From an optimization exercise on the open Yosys and OpenROAD flow, aimed at small area and a short achievable clock period; shortcuts taken in it are not production practice.
The RTL was checked by simulation tests, not by an equivalence proof against the original design.
No activity file was given, so power comes from the tool's default toggle rates.

## run.sh

```bash
#!/bin/bash
# synth_recipe.tcl (not shown) runs the flow's synth.tcl, then flattens the netlist and writes it again
# the make line also repeats each setting of config.mk as NAME=value (left out here)
make -C /OpenROAD-flow-scripts/flow DESIGN_CONFIG=/design/flow/config.mk WORK_HOME=/design/flow/orfs CLKGATE_MAP_FILE= SYNTH_SCRIPT=/design/flow/synth_recipe.tcl finish
```

## config.mk

```make
export PLATFORM = sky130hd
export DESIGN_NAME = rv_core
export DESIGN_NICKNAME = rv_core
export VERILOG_FILES = /design/flow/design.v
export SDC_FILE = /design/flow/constraint.sdc
export NUM_CORES = 4
export LEC_CHECK = 0
export CAP_MARGIN = 20
export CORE_MARGIN = 2
export CORE_UTILIZATION = 40
export SLEW_MARGIN = 20
```

## constraint.sdc

```tcl
create_clock -name core_clock -period 8.0 [get_ports {clk}]
set_input_delay 1.6000 -clock core_clock [delete_from_list [all_inputs] [get_ports {clk}]]
set_output_delay 1.6000 -clock core_clock [all_outputs]
set_load 0.01 [all_outputs]
```

## design.v

```verilog
`default_nettype none
package rv_pkg;
  localparam int xlen = 32;
  localparam int reg_addr_w = 5;
  localparam logic [xlen-1:0] pc_reset = 32'h0000_2000;
  localparam logic [11:0] csr_tohost = 12'h51e;
  localparam logic [6:0] op_lui    = 7'b0110111;
  localparam logic [6:0] op_alu_r  = 7'b0110011;
  localparam logic [6:0] op_alu_i  = 7'b0010011;
  localparam logic [6:0] op_load   = 7'b0000011;
  localparam logic [6:0] op_store  = 7'b0100011;
  localparam logic [6:0] op_system = 7'b1110011;
  localparam logic [xlen-1:0] instr_nop = 32'h0000_0013;
  typedef enum logic [3:0] {
    alu_add, alu_sub, alu_and, alu_or, alu_xor, alu_slt, alu_sltu,
    alu_sll, alu_srl, alu_sra, alu_pass_b
  } alu_op_t;
  typedef enum logic [1:0] {fwd_reg, fwd_mem, fwd_wb} fwd_sel_t;
  typedef struct packed {
    logic    reg_we;
    logic    mem_read;
    logic    mem_write;
    logic    csr_write;
    logic    use_rs1;
    logic    use_rs2;
    logic    b_is_imm;
    logic    csr_is_imm;
    alu_op_t alu_op;
  } ctrl_t;
  typedef struct packed {
    ctrl_t                 ctrl;
    logic [reg_addr_w-1:0] rd;
    logic [reg_addr_w-1:0] rs1;
    logic [reg_addr_w-1:0] rs2;
    logic [xlen-1:0]       a;
    logic [xlen-1:0]       b;
    logic [xlen-1:0]       imm;
  } id_ex_t;
  typedef struct packed {
    ctrl_t                 ctrl;
    logic [reg_addr_w-1:0] rd;
    logic [xlen-1:0]       alu_result;
    logic [xlen-1:0]       wdata;
  } ex_mem_t;
  typedef struct packed {
    ctrl_t                 ctrl;
    logic [reg_addr_w-1:0] rd;
    logic [xlen-1:0]       result;
  } mem_wb_t;
endpackage
`default_nettype wire
`timescale 1ns/1ns
`default_nettype none
module rv_decoder (
  input  logic [rv_pkg::xlen-1:0] instr,
  output rv_pkg::ctrl_t           ctrl,
  output logic [rv_pkg::xlen-1:0] imm
);
  logic [6:0]      opcode;
  logic [2:0]      funct3;
  logic            f7_bit30;
  logic [rv_pkg::xlen-1:0] imm_i, imm_s, imm_u;
  rv_pkg::alu_op_t         alu_op_f3;
  assign opcode   = instr[6:0];
  assign funct3   = instr[14:12];
  assign f7_bit30 = instr[30];
  assign imm_i = {{20{instr[31]}}, instr[31:20]};
  assign imm_s = {{20{instr[31]}}, instr[31:25], instr[11:7]};
  assign imm_u = {instr[31:12], 12'b0};
  always_comb begin
    case (funct3)
      3'b000:  alu_op_f3 = rv_pkg::alu_add;
      3'b001:  alu_op_f3 = rv_pkg::alu_sll;
      3'b010:  alu_op_f3 = rv_pkg::alu_slt;
      3'b011:  alu_op_f3 = rv_pkg::alu_sltu;
      3'b100:  alu_op_f3 = rv_pkg::alu_xor;
      3'b101:  alu_op_f3 = f7_bit30 ? rv_pkg::alu_sra : rv_pkg::alu_srl;
      3'b110:  alu_op_f3 = rv_pkg::alu_or;
      default: alu_op_f3 = rv_pkg::alu_and;
    endcase
  end
  always_comb begin
    ctrl = '0;
    imm  = '0;
    case (opcode)
      rv_pkg::op_lui: begin
        ctrl.reg_we   = 1'b1;
        ctrl.b_is_imm = 1'b1;
        ctrl.alu_op   = rv_pkg::alu_pass_b;
        imm           = imm_u;
      end
      rv_pkg::op_alu_r: begin
        ctrl.reg_we  = 1'b1;
        ctrl.use_rs1 = 1'b1;
        ctrl.use_rs2 = 1'b1;
        ctrl.alu_op  = (funct3 == 3'b000 && f7_bit30) ? rv_pkg::alu_sub : alu_op_f3;
      end
      rv_pkg::op_alu_i: begin
        ctrl.reg_we   = 1'b1;
        ctrl.use_rs1  = 1'b1;
        ctrl.b_is_imm = 1'b1;
        ctrl.alu_op   = alu_op_f3;
        imm           = imm_i;
      end
      rv_pkg::op_load: begin
        if (funct3 == 3'b010) begin
          ctrl.reg_we   = 1'b1;
          ctrl.mem_read = 1'b1;
          ctrl.use_rs1  = 1'b1;
          ctrl.b_is_imm = 1'b1;
          imm           = imm_i;
        end
      end
      rv_pkg::op_store: begin
        if (funct3 == 3'b010) begin
          ctrl.mem_write = 1'b1;
          ctrl.use_rs1   = 1'b1;
          ctrl.use_rs2   = 1'b1;
          ctrl.b_is_imm  = 1'b1;
          imm            = imm_s;
        end
      end
      rv_pkg::op_system: begin
        if (instr[31:20] == rv_pkg::csr_tohost && funct3[1:0] == 2'b01) begin
          ctrl.reg_we     = 1'b1;
          ctrl.csr_write  = 1'b1;
          ctrl.csr_is_imm = funct3[2];
          ctrl.use_rs1    = ~funct3[2];
        end
      end
      default: ;
    endcase
  end
endmodule
`default_nettype wire
`timescale 1ns/1ns
`default_nettype none
module rv_regfile (
  input  logic                          clk,
  input  logic                          reset,
  input  logic [rv_pkg::reg_addr_w-1:0] rs1,
  input  logic [rv_pkg::reg_addr_w-1:0] rs2,
  input  logic [rv_pkg::reg_addr_w-1:0] rd,
  input  logic                          we,
  input  logic [rv_pkg::xlen-1:0]       wdata,
  output logic [rv_pkg::xlen-1:0]       rs1_data,
  output logic [rv_pkg::xlen-1:0]       rs2_data
);
  logic [rv_pkg::xlen-1:0] regs [1:31];
  always_ff @(posedge clk) begin
    if (reset) begin
      for (int i = 1; i < 32; i++) begin
        regs[i] <= '0;
      end
    end else if (we && rd != '0) begin
      regs[rd] <= wdata;
    end
  end
  assign rs1_data = (rs1 == '0) ? '0 : (we && rd == rs1) ? wdata : regs[rs1];
  assign rs2_data = (rs2 == '0) ? '0 : (we && rd == rs2) ? wdata : regs[rs2];
endmodule
`default_nettype wire
`timescale 1ns/1ns
`default_nettype none
module rv_alu (
  input  logic [rv_pkg::xlen-1:0] a,
  input  logic [rv_pkg::xlen-1:0] b,
  input  rv_pkg::alu_op_t         op,
  output logic [rv_pkg::xlen-1:0] result
);
  logic [4:0] shamt;
  assign shamt = b[4:0];
  always_comb begin
    case (op)
      rv_pkg::alu_add:    result = a + b;
      rv_pkg::alu_sub:    result = a - b;
      rv_pkg::alu_and:    result = a & b;
      rv_pkg::alu_or:     result = a | b;
      rv_pkg::alu_xor:    result = a ^ b;
      rv_pkg::alu_slt:    result = {{(rv_pkg::xlen-1){1'b0}}, $signed(a) < $signed(b)};
      rv_pkg::alu_sltu:   result = {{(rv_pkg::xlen-1){1'b0}}, a < b};
      rv_pkg::alu_sll:    result = a << shamt;
      rv_pkg::alu_srl:    result = a >> shamt;
      rv_pkg::alu_sra:    result = $unsigned($signed(a) >>> shamt);
      rv_pkg::alu_pass_b: result = b;
      default:    result = a + b;
    endcase
  end
endmodule
`default_nettype wire
`timescale 1ns/1ns
`default_nettype none
module rv_hazard_unit (
  input  logic [rv_pkg::reg_addr_w-1:0] id_rs1,
  input  logic [rv_pkg::reg_addr_w-1:0] id_rs2,
  input  logic [rv_pkg::reg_addr_w-1:0] ex_rs1,
  input  logic [rv_pkg::reg_addr_w-1:0] ex_rs2,
  input  logic                          id_use_rs1,
  input  logic                          id_use_rs2,
  input  logic                          ex_use_rs1,
  input  logic                          ex_use_rs2,
  input  logic [rv_pkg::reg_addr_w-1:0] rd_ex,
  input  logic [rv_pkg::reg_addr_w-1:0] rd_mem,
  input  logic [rv_pkg::reg_addr_w-1:0] rd_wb,
  input  logic                          mem_read_ex,
  input  logic                          reg_we_mem,
  input  logic                          mem_read_mem,
  input  logic                          reg_we_wb,
  output rv_pkg::fwd_sel_t              fwd_a,
  output rv_pkg::fwd_sel_t              fwd_b,
  output logic                          load_stall
);
  always_comb begin
    fwd_a = rv_pkg::fwd_reg;
    if (ex_use_rs1 && ex_rs1 != '0) begin
      if (reg_we_mem && !mem_read_mem && rd_mem == ex_rs1) begin
        fwd_a = rv_pkg::fwd_mem;
      end else if (reg_we_wb && rd_wb == ex_rs1) begin
        fwd_a = rv_pkg::fwd_wb;
      end
    end
  end
  always_comb begin
    fwd_b = rv_pkg::fwd_reg;
    if (ex_use_rs2 && ex_rs2 != '0) begin
      if (reg_we_mem && !mem_read_mem && rd_mem == ex_rs2) begin
        fwd_b = rv_pkg::fwd_mem;
      end else if (reg_we_wb && rd_wb == ex_rs2) begin
        fwd_b = rv_pkg::fwd_wb;
      end
    end
  end
  assign load_stall = mem_read_ex && rd_ex != '0 &&
                      ((id_use_rs1 && id_rs1 == rd_ex) ||
                       (id_use_rs2 && id_rs2 == rd_ex));
endmodule
`default_nettype wire
`timescale 1ns/1ns
`default_nettype none
module rv_stage_reg #(
  parameter int width = 1
) (
  input  logic             clk,
  input  logic             reset,
  input  logic             hold,
  input  logic             bubble,
  input  logic [width-1:0] d,
  output logic [width-1:0] q
);
  always_ff @(posedge clk) begin
    if (reset) begin
      q <= '0;
    end else if (hold) begin
      q <= q;
    end else if (bubble) begin
      q <= '0;
    end else begin
      q <= d;
    end
  end
endmodule
`default_nettype wire
`timescale 1ns/1ns
`default_nettype none
module rv_core (
  input  logic                    clk,
  input  logic                    reset,
  output logic [rv_pkg::xlen-1:0] icache_addr,
  output logic                    icache_re,
  input  logic [rv_pkg::xlen-1:0] icache_dout,
  output logic [rv_pkg::xlen-1:0] dcache_addr,
  output logic [rv_pkg::xlen-1:0] dcache_din,
  output logic [3:0]              dcache_we,
  output logic                    dcache_re,
  input  logic [rv_pkg::xlen-1:0] dcache_dout,
  input  logic                    stall,
  output logic [rv_pkg::xlen-1:0] csr
);
  logic [rv_pkg::xlen-1:0]       pc, pc_id;
  logic                  id_valid;
  logic                  front_hold;
  logic [rv_pkg::xlen-1:0]       instr_id;
  logic [rv_pkg::reg_addr_w-1:0] rs1_id, rs2_id;
  rv_pkg::ctrl_t                 ctrl_id;
  logic [rv_pkg::xlen-1:0]       imm_id, rs1_data_id, rs2_data_id;
  rv_pkg::id_ex_t                id_ex_d, id_ex_q;
  rv_pkg::ex_mem_t               ex_mem_d, ex_mem_q;
  rv_pkg::mem_wb_t               mem_wb_d, mem_wb_q;
  logic [rv_pkg::xlen-1:0]       op_a, op_b, alu_b, alu_result;
  logic [rv_pkg::xlen-1:0]       mem_result, wb_data;
  rv_pkg::fwd_sel_t      fwd_a, fwd_b;
  logic                  load_stall;
  function automatic logic [rv_pkg::xlen-1:0] fwd_mux(input rv_pkg::fwd_sel_t sel, input logic [rv_pkg::xlen-1:0] reg_val,
                                              input logic [rv_pkg::xlen-1:0] mem_val,
                                              input logic [rv_pkg::xlen-1:0] wb_val);
    logic [rv_pkg::xlen-1:0] val;
    case (sel)
      rv_pkg::fwd_mem: val = mem_val;
      rv_pkg::fwd_wb:  val = wb_val;
      default: val = reg_val;
    endcase
    fwd_mux = val;
  endfunction
  assign front_hold = stall | load_stall;
  always_ff @(posedge clk) begin
    if (reset) begin
      pc       <= rv_pkg::pc_reset;
      pc_id    <= rv_pkg::pc_reset;
      id_valid <= 1'b0;
    end else if (!front_hold) begin
      pc       <= pc + 32'd4;
      pc_id    <= pc;
      id_valid <= 1'b1;
    end
  end
  assign icache_addr = front_hold ? pc_id : pc;
  assign icache_re   = 1'b1;
  assign instr_id = id_valid ? icache_dout : rv_pkg::instr_nop;
  assign rs1_id   = instr_id[19:15];
  assign rs2_id   = instr_id[24:20];
  rv_decoder u_decoder (
    .instr (instr_id),
    .ctrl  (ctrl_id),
    .imm   (imm_id)
  );
  rv_regfile u_regfile (
    .clk      (clk),
    .reset    (reset),
    .rs1      (rs1_id),
    .rs2      (rs2_id),
    .rd       (mem_wb_q.rd),
    .we       (mem_wb_q.ctrl.reg_we & ~stall),
    .wdata    (wb_data),
    .rs1_data (rs1_data_id),
    .rs2_data (rs2_data_id)
  );
  always_comb begin
    id_ex_d.ctrl = ctrl_id;
    id_ex_d.rd   = instr_id[11:7];
    id_ex_d.rs1  = rs1_id;
    id_ex_d.rs2  = rs2_id;
    id_ex_d.a    = ctrl_id.csr_is_imm ? {{(rv_pkg::xlen-5){1'b0}}, rs1_id} : rs1_data_id;
    id_ex_d.b    = rs2_data_id;
    id_ex_d.imm  = imm_id;
  end
  rv_stage_reg #(.width($bits(id_ex_d))) u_id_ex (
    .clk    (clk),
    .reset  (reset),
    .hold   (stall),
    .bubble (load_stall),
    .d      (id_ex_d),
    .q      (id_ex_q)
  );
  assign op_a  = fwd_mux(fwd_a, id_ex_q.a, mem_result, wb_data);
  assign op_b  = fwd_mux(fwd_b, id_ex_q.b, mem_result, wb_data);
  assign alu_b = id_ex_q.ctrl.b_is_imm ? id_ex_q.imm : op_b;
  rv_alu u_alu (
    .a      (op_a),
    .b      (alu_b),
    .op     (id_ex_q.ctrl.alu_op),
    .result (alu_result)
  );
  always_comb begin
    ex_mem_d.ctrl       = id_ex_q.ctrl;
    ex_mem_d.rd         = id_ex_q.rd;
    ex_mem_d.alu_result = alu_result;
    ex_mem_d.wdata      = id_ex_q.ctrl.csr_write ? op_a : op_b;
  end
  rv_stage_reg #(.width($bits(ex_mem_d))) u_ex_mem (
    .clk    (clk),
    .reset  (reset),
    .hold   (stall),
    .bubble (1'b0),
    .d      (ex_mem_d),
    .q      (ex_mem_q)
  );
  assign dcache_addr = ex_mem_q.alu_result;
  assign dcache_din  = ex_mem_q.wdata;
  assign dcache_re   = ex_mem_q.ctrl.mem_read & ~stall;
  assign dcache_we   = {4{ex_mem_q.ctrl.mem_write & ~stall}};
  assign mem_result = ex_mem_q.ctrl.csr_write ? csr : ex_mem_q.alu_result;
  always_ff @(posedge clk) begin
    if (reset) begin
      csr <= '0;
    end else if (!stall && ex_mem_q.ctrl.csr_write) begin
      csr <= ex_mem_q.wdata;
    end
  end
  always_comb begin
    mem_wb_d.ctrl   = ex_mem_q.ctrl;
    mem_wb_d.rd     = ex_mem_q.rd;
    mem_wb_d.result = mem_result;
  end
  rv_stage_reg #(.width($bits(mem_wb_d))) u_mem_wb (
    .clk    (clk),
    .reset  (reset),
    .hold   (stall),
    .bubble (1'b0),
    .d      (mem_wb_d),
    .q      (mem_wb_q)
  );
  assign wb_data = mem_wb_q.ctrl.mem_read ? dcache_dout : mem_wb_q.result;
  rv_hazard_unit u_hazard (
    .id_rs1       (rs1_id),
    .id_rs2       (rs2_id),
    .ex_rs1       (id_ex_q.rs1),
    .ex_rs2       (id_ex_q.rs2),
    .id_use_rs1   (ctrl_id.use_rs1),
    .id_use_rs2   (ctrl_id.use_rs2),
    .ex_use_rs1   (id_ex_q.ctrl.use_rs1),
    .ex_use_rs2   (id_ex_q.ctrl.use_rs2),
    .rd_ex        (id_ex_q.rd),
    .rd_mem       (ex_mem_q.rd),
    .rd_wb        (mem_wb_q.rd),
    .mem_read_ex  (id_ex_q.ctrl.mem_read),
    .reg_we_mem   (ex_mem_q.ctrl.reg_we),
    .mem_read_mem (ex_mem_q.ctrl.mem_read),
    .reg_we_wb    (mem_wb_q.ctrl.reg_we),
    .fwd_a        (fwd_a),
    .fwd_b        (fwd_b),
    .load_stall   (load_stall)
  );
endmodule
`default_nettype wire
```

==> flow_summary.json <==
{
  "fp.coreArea_um2": 193000,
  "layout.cells.non_filler": 10146,
  "relSlewSlack_pct": 16.6,
  "hpwlAfterDp_um": 236000,
  "drc_errors": 0,
  "synth-async-reset-ratio_pct": 0,
  "antenna_found_initial": 25,
  "maxSlewViolCount": 0,
  "io_buffers": 199,
  "p_switching_w": 0.00524,
  "h-tree-depth": 4,
  "seqPwrFrac_pct": 44.5,
  "setup_viol": 0,
  "die_area_um2": 198000,
  "clkPwrFrac_pct": 39.5,
  "final_cell_mix": "nor2_1 (1438), edfxtp_1 (1024), nand2_1 (735)",
  "vdd_drop_max_uv": 164,
  "start_kind": "input pin",
  "max_freq_mhz": 142,
  "ios": 201,
  "critPathMaxFanout": 63,
  "setup.worst_path.class": "in2out",
  "avgSynthCellArea_um2": 10.2,
  "intPower_w": 0.0126,
  "initial_core_util_pct": 40.4,
  "place_inst": 9857,
  "power_frac_comb_pct": 15.9,
  "vias_per_cell": 6.67,
  "area_delta_synth_final_pct": 12.3,
  "fin_skew_ns": 0.0345,
  "synthCells": 7661,
  "cts.sinks": 1353,
  "grt_setup_unrepaired": "false",
  "fin_area_um2": 87500,
  "min_path_type": "reg2reg",
  "clk_latency_ns": 0.86,
  "layout-drive-gt1-share_pct": 15.1,
  "root_buffer": "clkbuf_16",
  "synth_area_leaders": "edfxtp_1 (39%), mux4_2 (9.3%), dfxtp_1 (8.5%)",
  "grt-ovfl-total": 0,
  "ys_seq_elements": 1353,
  "swShare_pct": 29.4,
  "yosysWarningCount": 8,
  "die_height_um": 445,
  "setup_tns_ns": 0,
  "regToRegStartpoint": "u_id_ex.q[101]$_SDFFE_PP0N_",
  "hold_violations": 0,
  "netlist.area_leader.share_pct": 39.5,
  "final_common_cell": "nor2_1",
  "yosys.area.top_type": "edfxtp_1",
  "powerDensity_nw_per_um2": 204,
  "clock_path_buffers": 3,
  "antenna_left": 0,
  "cts_hold_buf": 0,
  "post_cts_buffers": 0,
  "drtPass1Iterations": 8,
  "wire_per_inst_um": 35.2,
  "grt_pass1_vias": 63988,
  "p_leak_nw": 30.4,
  "via_count": 67695,
  "gp_congestion": 1.04,
  "ys_seq_area_share_pct": 47.9,
  "synth_edf_count": 1024,
  "numCtsBuffers": 152,
  "worst_slew_pin_slew_ns": 1.24,
  "crit_arrival_ns": 5.43,
  "nets": 7654,
  "rows": 161,
  "grt_max_degree": 132,
  "wl_um": 357000,
  "die_x_um": 445,
  "cp-startpoint": "icache_dout[14]",
  "tritoncts": "built",
  "cts_resized": 0,
  "clk_transition_reported_paths_ns": 0.08,
  "syn-cell-area_um2": 77900,
  "required_ns": 6.40,
  "layout_min_cycle_time_ns": 7.03,
  "multiInputGateArea_um2": 37300,
  "synth_cell_type_count": 89,
  "run_status": "no timing/DRC/antenna violations",
  "n_fill_cell": 17988,
  "worstHoldStart": "u_ex_mem.q[22]$_SDFFE_PP0N_",
  "place_area_um2": 82500,
  "grt_pass1_wl_um": 498000,
  "seqCellArea_um2": 37300,
  "period_share_pct": 87.9,
  "drt_iter0_markers": 10868,
  "track_usage_pct": 35.1,
  "synth_top_flop_cell": "edfxtp_1",
  "drv_cap": 0,
  "end_kind": "output pin"
}
[per-layer routing]
metal / routed length [um] / track usage (%)
met1: 125000 / 43.1
met2: 159000 / 53.7
met3: 44900 / 10.4
met4: 27200 / 22.9
met5: 152 / 0.195
[cell usage after synthesis, types with 9 or more instances]
library cell / count
clkbuf_1: 645
buf_1: 73
a221oi_1: 96
dfxtp_1: 329
a21o_1: 22
inv_1: 146
nand4_1: 13
a22oi_1: 280
a22o_1: 74
and3_1: 89
o22ai_1: 51
ha_1: 100
o21ai_1: 16
xnor2_1: 52
buf_2: 36
nand3_1: 141
a32oi_1: 17
xor2_1: 35
o21bai_1: 9
buf_4: 71
a41oi_1: 71
mux4_2: 323
o211ai_1: 76
nor3_1: 40
nor4_1: 11
a21oi_1: 364
o2111ai_1: 13
or3_1: 15
nand2b_1: 18
mux2i_1: 235
a211oi_1: 113
o21a_1: 21
o221ai_1: 31
nor2b_1: 47
and2_1: 10
mux2_2: 200
edfxtp_1: 1024
o31ai_1: 9
o21ai_0: 331
nor2_1: 1440
nand2_1: 773
a31oi_1: 56
[sequential cells by signal, indices dropped and copies added (netlist names)]
name,flops
csr,32
id_valid,1
pc,30
pc_id,32
u_ex_mem.q,73
u_id_ex.q,122
u_mem_wb.q,39
u_regfile.regs,1024
[per-stage QoR]
step	setup slack (ns)	util [%]	total power [W]	hold WS (ns)
after CTS	1.00	45.3	0.0177	0.459
after detailed placement	0.976	42.8	0.0108	0.461
after floorplan	2.02	-	0.00964	0.441
after global routing	0.670	45.3	0.0182	0.483
after global placement	1.05	42.8	0.0108	0.452
final	0.966	45.3	0.0178	0.463
[final timing paths]
kind / endpoint / slack (ns) / depth (start not counted)
worst max-delay path: icache_addr[22] / 0.97 / 11
worst min-delay path: csr[22]$_SDFFE_PP0P_ / 0.46 / 2
worst max register to register: u_ex_mem.q[63]$_SDFFE_PP0N_ / 1.04 / 25
worst min register to register: csr[22]$_SDFFE_PP0P_ / 0.46 / 2
[area by class of cell]
cell class | count | area share [%]
inverter | 153 | 0.659
timing repair buffer | 468 | 4.74
clock inverter | 77 | 0.858
multi-input combinational | 5357 | 42.6
tap | 2526 | 3.61
antenna | 13 | 0.0372
sequential | 1353 | 42.7
clock buffer | 199 | 4.75
[worst max-delay path, cell delays in order]
cell,delay [ns]
clkdlybuf4s50_1,0.56
nand4bb_1,0.38
nor4b_1,0.57
and2_1,0.38
a21oi_1,0.11
a2bb2oi_1,0.19
o21ai_4,0.17
buf_4,0.62
nand2_1,0.10
o21ai_0,0.14
clkdlybuf4s50_1,0.59
[logic make-up after synthesis]
| logic type | after synthesis | share of synthesized area, % |
|---|---|---|
| multiplexers | 762 | 15.3 |
| other | 2 | 0.00964 |
| flip-flops | 1353 | 47.9 |
| adder cells (fa/ha/maj) | 102 | 1.66 |
| XOR/XNOR | 87 | 0.978 |
| AND/OR/NAND/NOR | 2636 | 13.9 |
| buffers and inverters | 982 | 5.17 |
| AO/OA/AOI/OAI | 1737 | 15.0 |
[power by group through the flow]
stage	clock network (W)	registers, W	logic, W
finish	0.00705	0.00794	0.00284
global route	0.00732	0.00795	0.00291
global placement	0	0.00806	0.00271
floorplan	0	0.00799	0.00165
CTS	0.00707	0.00793	0.00272
detailed placement	0	0.00807	0.00271

==> what the ideal ports hide <==
The flow's constraints put no driver on any port. The routed layout listed below was extracted and timed again, unchanged, in two steps.
Step 1 (the two cells are an assumption about what drives the block):
set clk [get_ports {clk}]
set_driving_cell -lib_cell sky130_fd_sc_hd__clkbuf_16 $clk
set_driving_cell -lib_cell sky130_fd_sc_hd__buf_2 [delete_from_list [all_inputs] $clk]
Step 2, shift: input delay + t, output delay - t, t = (earliest + latest rising clock arrival at the registers) / 2. This alone moves slack from input paths to output paths.
Slacks: no drivers / after step 1 / after step 2; pairs: no drivers / after step 1.
t (ns): 0.927
setup slack, ns: 0.966 / 0.880 / 0.702
worst data-port slew with drivers (ns): 0.21
After both steps this run still meets setup and hold. For this run, drivers alone change the setup slack by -0.086 ns; drivers and shift together by -0.264 ns.
